From an optimization exercise on the open Yosys and OpenROAD flow, aimed at small area, a short achievable clock period and few clock cycles per item; shortcuts taken in it are not production practice.
RTL that was checked went through simulation tests only; none was proved equivalent to the original.
The RTL of run 1 was laid out without a check of its function.

==> flow/design.v, too long to show whole: its modules and the start of the top module <==
// module cordic_park_engine: 2791 lines
module cordic_park_engine #(
  parameter int WIDTH       = 16,
  parameter int ANGLE_WIDTH = 16,
  parameter int ITERATIONS  = 14,
  parameter int GUARD_BITS  = 3,
  parameter int GAIN_BITS   = 15,
  parameter int TAG_WIDTH   = 2
) (
  input  logic                          clk,
  input  logic                          rst,
  input  logic                          in_valid,
  output logic                          in_ready,
  input  logic                          mode,
  input  logic signed [WIDTH-1:0]       in_x,
  input  logic signed [WIDTH-1:0]       in_y,
  input  logic [ANGLE_WIDTH-1:0]        angle,
  input  logic [TAG_WIDTH-1:0]          in_tag,
  output logic                          out_valid,
  input  logic                          out_ready,
  output logic signed [WIDTH-1:0]       out_x,
  output logic signed [WIDTH-1:0]       out_y,
  output logic [TAG_WIDTH-1:0]          out_tag,
  output logic                          busy
);
  // ...
==> flow/flow/run.sh <==
#!/bin/bash
bash standard.sh SETUP_SLACK_MARGIN=5.6 finish > standard.log 2>&1
==> flow/standard.sh <==
#!/bin/bash
# synth_recipe.tcl (not shown) runs the flow's synth.tcl, then flattens the netlist and writes it again
# the make line also repeats each setting of config.mk as NAME=value (left out here)
make -C /OpenROAD-flow-scripts/flow DESIGN_CONFIG=/design/flow/config.mk WORK_HOME=/design/flow/orfs CLKGATE_MAP_FILE= SYNTH_SCRIPT=/design/flow/synth_recipe.tcl "${@:-finish}"
==> flow/config.mk <==
export PLATFORM = sky130hd
export DESIGN_NAME = cordic_park_engine
export DESIGN_NICKNAME = cordic_park_engine
export VERILOG_FILES = /design/flow/design.v
export SDC_FILE = /design/flow/constraint.sdc
export NUM_CORES = 4
export LEC_CHECK = 0
export ABC_CLOCK_PERIOD_IN_PS = 5000
export CAP_MARGIN = 20
export CORE_MARGIN = 2
export CORE_UTILIZATION = 40
export SETUP_SLACK_MARGIN = 5
export SLEW_MARGIN = 20
==> flow/constraint.sdc <==
create_clock -name core_clock -period 10.0 [get_ports {clk}]
set_input_delay 2.0000 -clock core_clock [delete_from_list [all_inputs] [get_ports {clk}]]
set_output_delay 2.0000 -clock core_clock [all_outputs]
set_load 0.01 [all_outputs]
==> results.toml, run 1 <==
[status]
outcome = "no timing/DRC/antenna violations"

[drt]
postRouteAntennaNets = 0
vias_per_cell = 4.94
highest_layer = "met4"

[worst_setup_path]
critPathMaxStageDelay_ps = 570
regToRegSetupSlack_ps = 5220
slowest_stage = "fa_2"
worstPathCellList = "buf_12 > buf_12 > xor2_1 > ha_1 > inv_2 > fa_1 > inv_1 > fa_2 > ha_4 > and3_4 > a221o_1 > a311o_1 > nand4_1 > a311oi_2 > o21a_1 > o21a_1 > mux2i_1 > nand2_1"
r2r_cells = 18
crit_start = "p2_q"
crit_family = "adder cells"

[timing]
rsz0062_at_grt = "yes"
setup-tns-final_ps = 0
clock_skew_ps = 24.8
fin_crit_ps = 4780

[cts]
cts_root_buf = "clkbuf_16"
clkLatencyLatePin_ps = 690

[die]
pin_count = 92
die-area_um2 = 150000

[logic_synthesis]
yosys_warnings = 2
avgSynthCellArea_um2 = 10.5
synth_flop_cell = "edfxtp_1"
yosys.area_share.simple = 0.0579

[cells_and_area]
multi_input_area_um2 = 43100
layout_common_cells = "inv_1 (1041), fa_1 (597), ha_1 (568)"
nNonClkInverters = 1105

[global_routing]
grt_use_total = 0.183

[placed_design]
place_congestion = 0.868
==> inputs of run 2 (changes only) <==
--- a/flow/design.v
+++ b/flow/design.v
@@ -2739,53 +2739,32 @@
     if (r[17:15] == 3'b000 || r[17:15] == 3'b111) sat18 = r[15:0];
     else if (r[17]) sat18 = 16'h8000;
     else sat18 = 16'h7fff;
   endfunction
   wire [18:0] r8x = {ha7x_q, 1'b1} + {hb7x_q, c7x_q};
   wire [18:0] r8y = {ha7y_q, 1'b1} + {hb7y_q, c7y_q};
   wire [15:0] rx = sat18(r8x[18:1]);
   wire [15:0] ry = sat18(r8y[18:1]);
-  logic        ov_q, kv_q;
-  logic [15:0] ox_q, oy_q, kx_q, ky_q;
-  logic [1:0]  ot_q, kt_q;
-  logic        take, vin;
-  assign en   = !kv_q;
-  assign take = ov_q && out_ready;
-  assign vin  = v_q[7];
+  logic        ov_q;
+  logic [15:0] ox_q, oy_q;
+  logic [1:0]  ot_q;
+  logic        vin;
+  assign en  = !ov_q || out_ready;
+  assign vin = v_q[7];
   always_ff @(posedge clk or posedge rst) begin
-    if (rst) begin
-      ov_q <= 1'b0;
-      kv_q <= 1'b0;
-    end else if (kv_q) begin
-      if (take) kv_q <= 1'b0;
-    end else if (!ov_q || take) begin
-      ov_q <= vin;
-    end else if (vin) begin
-      kv_q <= 1'b1;
-    end
+    if (rst) ov_q <= 1'b0;
+    else if (en) ov_q <= vin;
   end
   always_ff @(posedge clk) begin
-    if (kv_q) begin
-      if (take) begin
-        ox_q <= kx_q;
-        oy_q <= ky_q;
-        ot_q <= kt_q;
-      end
-    end else if (!ov_q || take) begin
-      if (vin) begin
-        ox_q <= rx;
-        oy_q <= ry;
-        ot_q <= t_q[7];
-      end
-    end else if (vin) begin
-      kx_q <= rx;
-      ky_q <= ry;
-      kt_q <= t_q[7];
+    if (en && vin) begin
+      ox_q <= rx;
+      oy_q <= ry;
+      ot_q <= t_q[7];
     end
   end
-  assign in_ready  = !kv_q && !rst;
+  assign in_ready  = en && !rst;
   assign out_valid = ov_q;
-  assign busy      = (|v_q) | ov_q | kv_q;
+  assign busy      = (|v_q) | ov_q;
   assign out_x     = ox_q;
   assign out_y     = oy_q;
   assign out_tag   = ot_q;
 endmodule
==> flow/run.sh (new file) <==
#!/bin/bash
# synth_recipe.tcl (not shown) runs the flow's synth.tcl, then flattens the netlist and writes it again
# the make line also repeats each setting of config.mk as NAME=value (left out here)
make -C /OpenROAD-flow-scripts/flow DESIGN_CONFIG=/design/flow/config.mk WORK_HOME=/design/flow/orfs CLKGATE_MAP_FILE= SYNTH_SCRIPT=/design/flow/synth_recipe.tcl finish
removed: flow/flow/run.sh
removed: flow/standard.sh
==> run 2 against run 1 <==
Clock skew up 12 ps. Non-clock buffer count down 338. Via count down 6.1%. First-iteration DRC count down 13%. Cell area down 11%. Critical path depth down 14. Sequential share of layout area up 0.96 points. Area after synthesis down 2.8%. Cell count down 6.0%. Clock-buffer cell count up 5. Fmax down 2.4%. Highest routed layer unchanged.
==> results.toml, run 2 <==
[die]
die_x_um = 382
die-area_um2 = 146000
die_y_um = 382
core_um2 = 142000
rows = 138
pin_count = 92
start_util = 0.404

[timing]
slew_headroom = 0.332
fin_crit_ps = 4890
setup-tns-final_ps = 0
clock_skew_ps = 36.5
finalHoldViolCount = 0
fmax_mhz = 204
rsz0062_at_grt = "yes"
finalCritPeriodShare = 0.489
max_slew.worst_pin.slew_ps = 1000
drv_slew = 0
layout_setup_ws_ps = 5110
setup_viol = 0

[drt]
drc_errors = 0
routed_wl_um = 127000
wl_per_cell_um = 16.6
vias_per_cell = 4.94
dr.pass1.iters = 5
drtIter0Drc = 1652
postRouteAntennaNets = 0
num_vias = 37600

[worst_setup_path]
worstPathCellList = "dlygate4sd2_1 > nand2b_4 > and2_4 > dlygate4sd2_1"
crit_family = "buffers and inverters"
setup.worst_path.end_class = "output pin"
cpMostUsedCell = "dlygate4sd2_1"
crit_type = "primary input to output pin"
slowest_stage = "dlygate4sd2_1"
required_ps = 8000
cp.buffers_inverters = 2
crit_arrival_ps = 2890
critPathMaxStageDelay_ps = 330
critPathLaunchType = "primary input"
critical_path.max_fanout = 3

[placed_design]
place_congestion = 0.871
dp_slack_ps = 4080
placed_area_um2 = 60500
numPortBuffers = 91
dp_hpwl_um = 101000

[global_routing]
grt_max_degree = 149
antenna_found_initial = 0
first_global_vias = 39200
grt_overflow_total = 0
grt_use_total = 0.173
grt_pass1_wl_um = 204000

[cells_and_area]
seqCellArea_um2 = 14500
multi_input_area_um2 = 39400
final_common_cell = "inv_1"
syn2layout_area_growth_pct = 13.4
postLayoutCellArea_um2 = 65000
nets = 7047
diodes = 0
drive_above_1_share = 0.0754
nFillCells = 13200
layout_common_cells = "inv_1 (1089), ha_1 (666), fa_1 (633)"

[logic_synthesis]
yosys.area.top_type = "edfxtp_1"
synth_flop_cell = "edfxtp_1"
synth_common_cells = "inv_1 (1097), ha_1 (675), fa_1 (640)"
yosys_warnings = 2
syn-cell-area_um2 = 57300
synth_cells = 5467
avgSynthCellArea_um2 = 10.5
synth-seq-area-share = 0.252
synth_top_area_share = 0.248
synth.most_common_cell = "inv_1"
ys_types = 71
async_flop_share = 0.0186
synth_fp_nets = 6837
synth-seq-cells = 483
synth_area_leaders = "edfxtp_1 (25%), fa_1 (22%), ha_1 (15%)"
synth_edf_count = 474

[cts]
cts_buffer_depth = 3
clkLatencyLatePin_ps = 670
clkSinkCount = 483
numCtsBuffers = 67
tritoncts = "yes"
cts_root_buf = "clkbuf_16"
cts.htree.levels = 3
clk_pin_slew_worst_paths_ps = 60

[run]
maxCapViolCount = 0

[status]
outcome = "no timing/DRC/antenna violations"

[hold_path]
hp-class = "flop to flop"
-- run 2: cell count changes in the layout (fill, tap and decap cells not counted), moves of 41 or more --
cell and delta:
inv_1 +48, xnor2_1 +41, ha_4 -69, xnor2_2 -41, inv_2 -45, ha_1 +98, a21oi_1 +74, buf_4 -244
a21oi_2 -62, buf_6 -57
-- run 2: worst paths after layout --
kind	from	slack, ps	depth (start not counted)	end
setup / recovery	out_ready	5110	4	in_ready
hold / removal	t_q[2][1]	410	0	t_q[3][1]
max in group asynchronous	rst	8470	3	v_q[5]
hold reg to reg	t_q[2][1]	410	0	t_q[3][1]
min in group asynchronous	rst	1380	3	ov_q
setup reg to reg	q0_q	5110	20	y1_q[17]
-- run 2: logic make-up (layout without fill, tap and decap cells) --
| group | count (synthesis) | after routing | share of synthesized area |
|---|---|---|---|
| buf+inv | 1187 | 1445 | 0.0779 |
| simple gates | 692 | 694 | 0.0601 |
| mux | 49 | 49 | 0.00882 |
| compound gates | 887 | 887 | 0.0990 |
| xor+xnor | 854 | 854 | 0.131 |
| flops | 483 | 483 | 0.252 |
| fa+ha+maj | 1315 | 1315 | 0.371 |
-- run 2: layout make-up --
type | instances | share of cell area
clock buffers | 74 | 0.0272
clock inverters | 45 | 0.00801
inverters | 1097 | 0.0637
multi-input cells | 3799 | 0.606
flip-flops and latches | 483 | 0.223
well taps | 1890 | 0.0364
repair buffers | 229 | 0.0356
-- run 2: timing repair --
| action | CTS | global route |
|---|---|---|
| resized for setup | 101 | 127 |
| setup buffers | 32 | 73 |
| setup endpoints to repair | 89 | 80 |
| pin swaps | 5 | 52 |
| hold endpoints to repair | 0 | 0 |
| hold buffers | 0 | 0 |
| cloned | 6 | 5 |
-- run 2: worst reg2reg max path, stage by stage (launching register included) --
cell and delay [ps]:
edfxtp_1 450, buf_12 190, buf_12 160, mux2i_4 200
buf_4 160, xnor2_1 120, ha_1 220, fa_1 530
inv_1 50, fa_1 520, inv_1 40, ha_1 230
a21o_1 190, a21o_1 170, a21o_1 170, a211o_1 360
o31ai_4 290, o31a_1 230, nand2b_1 70, a21oi_1 180
xnor2_1 80
-- run 2: stage by stage --
| stage | util | hold slack, ps | instances |
|---|---|---|---|
| 3_5_place_dp | 0.427 | 405 | 7382 |
| 3_3_place_gp | 0.427 | 400 | 7382 |
| 5_1_grt | 0.458 | 423 | 7617 |
| 2_1_floorplan | - | 400 | 5467 |
| 6_report | 0.458 | 412 | 7617 |
| 4_1_cts | 0.449 | 414 | 7539 |
-- run 2: metal layers --
layer / track usage / vias up / wire [um]
li1: - / 18400 / -
met1: 0.203 / 18600 / 52200
met2: 0.329 / 495 / 67200
met3: 0.0208 / 181 / 3330
met4: 0.0513 / 0 / 3920
met5: 0 / - / 0
Testbench counts of run 2, summed over its fixed seeds: cycles 2,472, items 2,400.
==> inputs of run 3 (changes only) <==
--- a/flow/config.mk
+++ b/flow/config.mk
@@ -8,6 +8,7 @@
 export ABC_CLOCK_PERIOD_IN_PS = 5000
 export CAP_MARGIN = 20
 export CORE_MARGIN = 2
-export CORE_UTILIZATION = 40
+export CORE_UTILIZATION = 60
+export PLACE_DENSITY = 0.72
 export SETUP_SLACK_MARGIN = 5
 export SLEW_MARGIN = 20
==> run 3 against run 2 <==
Largest cell class unchanged. Global-route usage increased by 8.5 points. Utilization increased by 21 points. Worst setup slack lost 35 ps. Highest routed layer is now met5.
==> results.toml, run 3 <==
[drt]
drc_errors = 0
postRouteAntennaNets = 0
dr.pass1.iters = 5
routed_wl_um = 126000
vias_per_cell = 5.46
num_vias = 38100
wl_per_cell_um = 18.1
drtIter0Drc = 1935

[cts]
clkLatencyLatePin_ps = 660
tritoncts = "yes"
cts.htree.levels = 2
clkSinkCount = 483
cts_root_buf = "clkbuf_16"
numCtsBuffers = 58
clk_pin_slew_worst_paths_ps = 60
cts_buffer_depth = 3

[logic_synthesis]
avgSynthCellArea_um2 = 10.5
synth_edf_count = 474
synth_area_leaders = "edfxtp_1 (25%), fa_1 (22%), ha_1 (15%)"
yosys.area.top_type = "edfxtp_1"
synth_top_area_share = 0.248
synth_common_cells = "inv_1 (1097), ha_1 (675), fa_1 (640)"
synth.most_common_cell = "inv_1"
synth_flop_cell = "edfxtp_1"
synth-seq-area-share = 0.252
ys_types = 71
yosys_warnings = 2
synth-compound-area-share = 0.0990
synth-seq-cells = 483
synth_cells = 5467
syn-cell-area_um2 = 57300
async_flop_share = 0.0186
muxShareOfSynthArea = 0.00882
synth_fp_nets = 6837
synth_top_family_by_area = "adder cells"
synthAdderAreaFrac = 0.371
synth_xor_area_frac = 0.131
yosys.area_share.simple = 0.0601

[cells_and_area]
multi_input_area_um2 = 39300
drive_above_1_share = 0.0731
seqCellArea_um2 = 14500
nFillCells = 7301
postLayoutCoreUtil = 0.672
fin_cells = 6980
nets = 7040
layout_common_cells = "inv_1 (1084), ha_1 (664), fa_1 (632)"
syn2layout_area_growth_pct = 11.3
diodes = 0
final_common_cell = "inv_1"

[timing]
setup-tns-final_ps = 0
finalCritPeriodShare = 0.493
rsz0062_at_grt = "yes"
clock_skew_ps = 29.3
drv_slew = 0
fmax_mhz = 203
setup_viol = 0
slew_headroom = 0.376
fin_crit_ps = 4930
max_slew.worst_pin.slew_ps = 937
finalHoldViolCount = 0
layout_setup_ws_ps = 5070
whs_ps = 418

[worst_setup_path]
crit_type = "flop to flop"
setup.worst_path.end_class = "flop"
slowest_stage = "fa_2"
crit_arrival_ps = 5310
worstPathCellList = "buf_12 > buf_8 > xor2_1 > xnor2_1 > fa_1 > fa_2 > ha_1 > a21o_1 > a21o_1 > a21oi_1 > o21ai_0 > a41o_1 > a211o_1 > a21o_1 > a21oi_1 > xnor2_1"
critical_path.max_fanout = 8
cpMostUsedCell = "a21o_1"
cp.buffers_inverters = 2
crit_family = "compound AO/OA/AOI/OAI gates"
critPathLaunchType = "flop"
required_ps = 10380
critPathMaxStageDelay_ps = 590

[placed_design]
dp_slack_ps = 4030
dp_hpwl_um = 99700
place_congestion = 0.925
numPortBuffers = 91
dp_cells = 6759

[global_routing]
grt_overflow_total = 0
first_global_vias = 40000
grt_pass1_wl_um = 203000
grt_max_degree = 167
antenna_found_initial = 1
grt_use_total = 0.259

[status]
outcome = "no timing/DRC/antenna violations"

[hold_path]
hp-class = "flop to flop"

[die]
pin_count = 92
rows = 113
die_x_um = 313
die_y_um = 313
core_um2 = 94900
die-area_um2 = 98000
start_util = 0.604

[run]
maxCapViolCount = 0
run 3: cell counts after synthesis:
Identical to the previous run, type by type.
run 3: path summary, 6_finish.rpt:
path	startpoint	to	slack, ps	depth (start not counted)
max in group asynchronous	rst	v_q[5]	8360	3
min in group asynchronous	rst	v_q[0]	1490	3
worst max register to register	p4_q	y5_q[13]	5070	16
worst max-delay path	p4_q	y5_q[13]	5070	16
worst min register to register	t_q[6][1]	t_q[7][1]	420	0
worst min-delay path	t_q[6][1]	t_q[7][1]	420	0
run 3: worst reg2reg max path: stages, from the launching register on:
cell and delay (ps):
edfxtp_1 440, buf_12 190, buf_8 140, xor2_1 190, xnor2_1 480, fa_1 540, fa_2 590, ha_1 240
a21o_1 180, a21o_1 190, a21oi_1 200, o21ai_0 160, a41o_1 330, a211o_1 350, a21o_1 210, a21oi_1 160
xnor2_1 80
run 3: cell families (layout without fill, tap and decap cells):
| kind of cell | Yosys count | after routing |
|---|---|---|
| muxes | 49 | 49 |
| AOI/OAI and AO/OA | 887 | 887 |
| buffers and inverters | 1187 | 1433 |
| DFF | 483 | 483 |
| xor gates and xnor gates | 854 | 854 |
| and+or+nand+nor | 692 | 694 |
| adders and majority gates | 1315 | 1315 |
run 3: what timing repair did:
| item | 4_1_cts | 5_1_grt |
|---|---|---|
| setup buffers | 32 | 73 |
| endpoints found under the setup margin | 86 | 75 |
| pin swaps | 18 | 63 |
| cloned | 5 | 6 |
| hold buffers | 0 | 0 |
| gates resized for setup | 103 | 122 |
run 3: cell type report:
class | count | area share
timing repair buffer | 231 | 0.0362
clock inverter | 34 | 0.00648
sequential | 483 | 0.227
multi-input combinational | 3799 | 0.617
inverter | 1097 | 0.0651
clock buffer | 71 | 0.0239
tap | 1265 | 0.0248
run 3: through the flow:
step                      cell area (um^2)
after floorplan                      57400
after global placement               59800
after detailed placement             59800
after CTS                            62500
after global routing                 63700
final                                63700
run 3: routing by layer:
metal	routed length (um)	global-route usage	vias up	share of wire
met2	66600	0.478	720	0.53
met4	5590	0.102	2	0.044
met5	12	0	-	0.000095
met3	4180	0.0308	258	0.033
met1	49600	0.305	18800	0.39
li1	-	-	18300	-
==> inputs of run 4 (changes only) <==
--- a/flow/config.mk
+++ b/flow/config.mk
@@ -5,10 +5,12 @@
 export SDC_FILE = /design/flow/constraint.sdc
 export NUM_CORES = 4
 export LEC_CHECK = 0
+export ABC_AREA = 1
 export ABC_CLOCK_PERIOD_IN_PS = 5000
 export CAP_MARGIN = 20
 export CORE_MARGIN = 2
 export CORE_UTILIZATION = 60
+export CTS_BUF_LIST = sky130_fd_sc_hd__clkbuf_4 sky130_fd_sc_hd__clkbuf_8
 export PLACE_DENSITY = 0.72
 export SETUP_SLACK_MARGIN = 5
 export SLEW_MARGIN = 20
==> run 4 against run 3 <==
Die area grew 6.1%. First-iteration DRC count rose by 46%. Via count increased by 17%. Clock skew grew 9.6 ps. Critical path depth rose by 1. Critical path type unchanged.
==> results.toml, run 4 <==
[timing]
drv_slew = 0
fin_crit_ps = 4920
fmax_mhz = 203
max_slew.worst_pin.slew_ps = 1020
finalHoldViolCount = 0
setup_viol = 0
finalCritPeriodShare = 0.492
setup-tns-final_ps = 0
clock_skew_ps = 38.9
rsz0062_at_grt = "yes"
slew_headroom = 0.317

[hold_path]
hp-class = "flop to flop"

[placed_design]
place_congestion = 0.978
placed_area_um2 = 63200
numPortBuffers = 91
dp_hpwl_um = 123000

[die]
pin_count = 92
start_util = 0.606
core_um2 = 100000
rows = 116
die_x_um = 322
die_y_um = 322
die-area_um2 = 104000

[logic_synthesis]
synth_edf_count = 474
syn-cell-area_um2 = 60800
synth-seq-area-share = 0.238
yosys_warnings = 2
ys_types = 57
synth_area_leaders = "edfxtp_1 (23%), fa_1 (21%), ha_1 (14%)"
yosys.area.top_type = "edfxtp_1"
synth_top_area_share = 0.234
synth_fp_nets = 8038
synth_flop_cell = "edfxtp_1"
synth-seq-cells = 483
async_flop_share = 0.0186
avgSynthCellArea_um2 = 9.12
synth_common_cells = "inv_1 (1359), nand2_1 (923), ha_1 (675)"
synth_cells = 6668
synth.most_common_cell = "inv_1"

[cells_and_area]
layout_common_cells = "inv_1 (1357), nand2_1 (922), ha_1 (675)"
nets = 8167
postLayoutCellArea_um2 = 65000
postLayoutCoreUtil = 0.649
final_common_cell = "inv_1"
drive_above_1_share = 0.0316
syn2layout_area_growth_pct = 7.00

[worst_setup_path]
critPathLaunchType = "flop"
cp.buffers_inverters = 6
worstPathCellList = "buf_6 > xnor2_1 > inv_1 > fa_1 > inv_1 > fa_1 > fa_1 > inv_1 > fa_1 > inv_1 > ha_1 > nand2_1 > inv_1 > o21ai_0 > nand2_1 > a21oi_1 > nand3_1"
required_ps = 10490
crit_type = "flop to flop"
slowest_stage = "xnor2_1"
setup.worst_path.end_class = "flop"
critical_path.max_fanout = 25
critPathMaxStageDelay_ps = 700
crit_family = "adder cells"
crit_arrival_ps = 5410
cpMostUsedCell = "inv_1"

[cts]
tritoncts = "yes"
cts_buffer_depth = 3
cts.htree.levels = 3
clkSinkCount = 483
numCtsBuffers = 87
clk_pin_slew_worst_paths_ps = 60
cts_root_buf = "clkbuf_8"
clkLatencyLatePin_ps = 750

[status]
outcome = "no timing/DRC/antenna violations"

[global_routing]
grt_use_total = 0.289
grt_pass1_wl_um = 237000
grt_max_degree = 190
grt_overflow_total = 0
antenna_found_initial = 1
first_global_vias = 45200

[drt]
wl_per_cell_um = 17.9
num_vias = 44700
routed_wl_um = 147000
drtIter0Drc = 2825
dr.pass1.iters = 8
postRouteAntennaNets = 0
drc_errors = 0
vias_per_cell = 5.44

[run]
maxCapViolCount = 0
## run 4: cell count changes after synthesis, moves of 48 or more
| cell | change |
|---|---|
| nand3_1 | +174 |
| a21oi_1 | +130 |
| nand2_1 | +788 |
| xnor2_1 | -294 |
| inv_1 | +262 |
| a21o_1 | -70 |
| clkbuf_1 | -48 |
| nand2b_1 | -56 |
| xor2_1 | +297 |
| nor2_1 | +164 |
## run 4: path summary, 6_finish.rpt
| check | startpoint | end | slack (ps) | cells after the start |
|---|---|---|---|---|
| setup / recovery | p6_q | c7x_q | 5080 | 17 |
| max in group asynchronous | rst | v_q[7] | 8180 | 2 |
| setup reg to reg | p6_q | c7x_q | 5080 | 17 |
| hold reg to reg | t_q[0][1] | t_q[1][1] | 420 | 0 |
| hold / removal | t_q[0][1] | t_q[1][1] | 420 | 0 |
| min in group asynchronous | rst | ov_q | 1560 | 2 |
## run 4: cell families (layout without fill, tap and decap cells)
| group | after synthesis | count (layout) | share of synthesized area |
|---|---|---|---|
| and+or+nand+nor | 1707 | 1707 | 0.118 |
| AOI/OAI and AO/OA | 854 | 854 | 0.0788 |
| DFF | 483 | 483 | 0.238 |
| other | 0 | 1 | 0 |
| xor gates and xnor gates | 862 | 862 | 0.125 |
| adders and majority gates | 1315 | 1315 | 0.350 |
| buffers and inverters | 1447 | 1643 | 0.0911 |
## run 4: per-stage QoR
| step | setup slack [ps] | hold slack (ps) | cells |
|---|---|---|---|
| global placement | 4280 | 406 | 8057 |
| detailed placement | 4260 | 405 | 8057 |
| finish | 5080 | 419 | 8222 |
| global route | 4770 | 435 | 8222 |
| floorplan | 5160 | 400 | 6668 |
| CTS | 5060 | 420 | 8216 |
## run 4: routing by layer
layer / vias up / global-route usage / share of wire
met5: - / 0 / 0
met1: 21600 / 0.393 / 0.44
li1: 21600 / - / -
met2: 1337 / 0.475 / 0.47
met4: 0 / 0.104 / 0.034
met3: 258 / 0.0407 / 0.062
## run 4: what timing repair did
action	in CTS	in global routing
pin swaps	1	0
resized for setup	4	11
setup endpoints to repair	3	21
hold buffers	0	0
setup buffers	3	4
## run 4: final cells by class
class / instances / area [um^2]
diodes: 1 / 2.50
clock buffers: 106 / 1340
clock inverters: 50 / 389
fillers: 8382 / 35200
inverters: 1367 / 5140
multi-input cells: 4738 / 40800
flip-flops and latches: 483 / 14500
well taps: 1357 / 1700
repair buffers: 120 / 1170
==> inputs of run 5 (changes only) <==
--- a/flow/config.mk
+++ b/flow/config.mk
@@ -5,7 +5,6 @@
 export SDC_FILE = /design/flow/constraint.sdc
 export NUM_CORES = 4
 export LEC_CHECK = 0
-export ABC_AREA = 1
 export ABC_CLOCK_PERIOD_IN_PS = 5000
 export CAP_MARGIN = 20
 export CORE_MARGIN = 2
==> run 5 against run 4 <==
Sequential share of layout area rose by 0.53 points. Still clean. Highest routed layer is now met5. Via count fell by 15%. Hold slack worse by 1.7 ps. Cell area decreased by 2.3%. Register-to-register slack improved by 50 ps. Non-clock buffer count up 107. First-iteration DRC count shrank 37%.
==> results.toml, run 5 <==
[cts]
clkLatencyLatePin_ps = 760
clk_pin_slew_worst_paths_ps = 60
cts_buffer_depth = 3
cts_root_buf = "clkbuf_8"
numCtsBuffers = 88
cts.htree.levels = 3
clkSinkCount = 483
tritoncts = "yes"

[logic_synthesis]
syn-cell-area_um2 = 57300
synth_edf_count = 474
synth-seq-area-share = 0.252
synth_fp_nets = 6837
synth_top_area_share = 0.248
synth_cells = 5467
yosys_warnings = 2
synth.most_common_cell = "inv_1"
synth-seq-cells = 483
ys_types = 71
yosys.area.top_type = "edfxtp_1"
synth_common_cells = "inv_1 (1097), ha_1 (675), fa_1 (640)"
synth_area_leaders = "edfxtp_1 (25%), fa_1 (22%), ha_1 (15%)"
async_flop_share = 0.0186
synth_flop_cell = "edfxtp_1"
avgSynthCellArea_um2 = 10.5

[die]
die_y_um = 313
pin_count = 92
start_util = 0.604
core_um2 = 94900
die-area_um2 = 98000
die_x_um = 313
rows = 113

[global_routing]
antenna_found_initial = 2
grt_overflow_total = 0
grt_max_degree = 167
first_global_vias = 40500
grt_pass1_wl_um = 204000
grt_use_total = 0.260

[worst_setup_path]
cpMostUsedCell = "dlygate4sd2_1"
r2r_end = "x6_q[20]"
r2r_cells = 22
crit_type = "primary input to output pin"
crit_start = "out_ready"
critPathMaxStageDelay_ps = 330
required_ps = 8000
endpoint = "in_ready"
crit_family = "buffers and inverters"
critical_path.max_fanout = 3
crit_arrival_ps = 2900
slowest_stage = "dlygate4sd2_1"
worstPathCellList = "dlygate4sd2_1 > nand2b_4 > and2_4 > dlygate4sd2_1"
setup.worst_path.end_class = "output pin"
critPathLaunchType = "primary input"
cp.depth = 4
reg2reg_from = "p5_q"
regToRegSetupSlack_ps = 5130
cp.buffers_inverters = 2

[timing]
whs_ps = 417
fin_crit_ps = 4900
drv_slew = 0
clock_skew_ps = 32.0
finalCritPeriodShare = 0.490
fmax_mhz = 204
rsz0062_at_grt = "yes"
setup_viol = 0
setup-tns-final_ps = 0
max_slew.worst_pin.slew_ps = 919
slew_headroom = 0.388
finalHoldViolCount = 0

[drt]
vias_per_cell = 5.44
dr.pass1.iters = 5
drc_errors = 0
num_vias = 38300
routed_wl_um = 126000
postRouteAntennaNets = 0
drtIter0Drc = 1791
wl_per_cell_um = 18.0

[placed_design]
place_congestion = 0.925
dp_hpwl_um = 99700
numPortBuffers = 91

[hold_path]
hp-class = "flop to flop"

[run]
maxCapViolCount = 0

[status]
outcome = "no timing/DRC/antenna violations"

[cells_and_area]
layout_common_cells = "inv_1 (1086), ha_1 (665), fa_1 (634)"
final_common_cell = "inv_1"
drive_above_1_share = 0.0789
nFillCells = 7343
nets = 7066
syn2layout_area_growth_pct = 10.9
## run 5: stage by stage
stage               area, um^2  setup slack [ps]   util  instances
floorplan                57400              4380      -       5467
global placement         59800              4220  0.630       6759
detailed placement       59800              4030  0.630       6759
CTS                      62400              4870  0.658       6956
global route             63500              4820  0.670       7030
finish                   63500              5100  0.670       7030
## run 5: how the worst min path moves through the flow
stage	startpoint	endpoint	depth (start not counted)	slack, ps
finish	t_q[6][1]	t_q[7][1]	0	420
detailed placement	t_q[1][1]	t_q[2][1]	0	400
global route	t_q[6][0]	t_q[7][0]	0	420
floorplan	t_q[7][0]	ot_q[0]	0	400
global placement	t_q[1][1]	t_q[2][1]	0	400
CTS	t_q[1][1]	t_q[2][1]	0	420
## run 5: metal layers
metal | wire length, um | up-vias | global-route usage
met2 | 67000 | 765 | 0.483
met5 | 11 | - | 0
li1 | - | 18400 | -
met4 | 5280 | 2 | 0.108
met3 | 4650 | 280 | 0.0330
met1 | 49500 | 18800 | 0.303
## run 5: cells by family after synthesis
kind of cell / share of synthesized area
and+or+nand+nor: 0.0601
xor gates and xnor gates: 0.131
buffers and inverters: 0.0779
DFF: 0.252
muxes: 0.00882
AOI/OAI and AO/OA: 0.0990
adders and majority gates: 0.371
## run 5: cell type report
type / instances / area, um^2 / area share
sequential: 483 / 14500 / 0.228
antenna: 1 / 2.50 / 0.0000394
clock buffer: 109 / 1370 / 0.0215
multi-input combinational: 3799 / 39300 / 0.618
tap: 1265 / 1580 / 0.0249
timing repair buffer: 227 / 2290 / 0.0361
clock inverter: 49 / 433 / 0.00681
inverter: 1097 / 4140 / 0.0652
## run 5: what timing repair did
action	in CTS	in global routing
setup buffers	34	66
gates cloned	5	7
hold endpoints to repair	0	0
pin swaps	11	55
resized for setup	98	119
endpoints found under the setup margin	85	74
hold buffers	0	0

## what the ideal ports hide
How much do the figures lean on ideal ports? The routed layouts below were timed once more, with nothing changed but the port constraints.
Step 1: set_driving_cell puts a clkbuf_16 on clk and a buf_2 on each other input, an assumption about the parent block.
Step 2 also shifts input and output timing later by t, the mid clock arrival at the registers, as if the neighbouring blocks saw the same clock.
Three values: no drivers, after step 1, after step 2; two values: the first two.
| run | shift t [ns] | slack for setup (ns) | clock arrival spread, ns | worst register clock-pin slew, ns |
|---|---|---|---|---|
| run 1 | 0.762 | 5.222 / 5.222 / 4.743 | 0.033 / 0.033 | 0.07 / 0.07 |
| run 2 | 0.717 | 5.106 / 5.085 / 4.470 | 0.040 / 0.040 | 0.06 / 0.06 |
| run 3 | 0.706 | 5.071 / 5.071 / 4.498 | 0.032 / 0.032 | 0.06 / 0.06 |
| run 4 | 0.797 | 5.081 / 5.081 / 4.774 | 0.047 / 0.047 | 0.07 / 0.07 |
| run 5 | 0.811 | 5.098 / 5.079 / 4.397 | 0.036 / 0.037 | 0.07 / 0.07 |
After both steps every run listed still meets setup and hold. For run 5, which loses most, drivers alone change the setup slack by -0.019 ns; drivers and shift together by -0.701 ns.
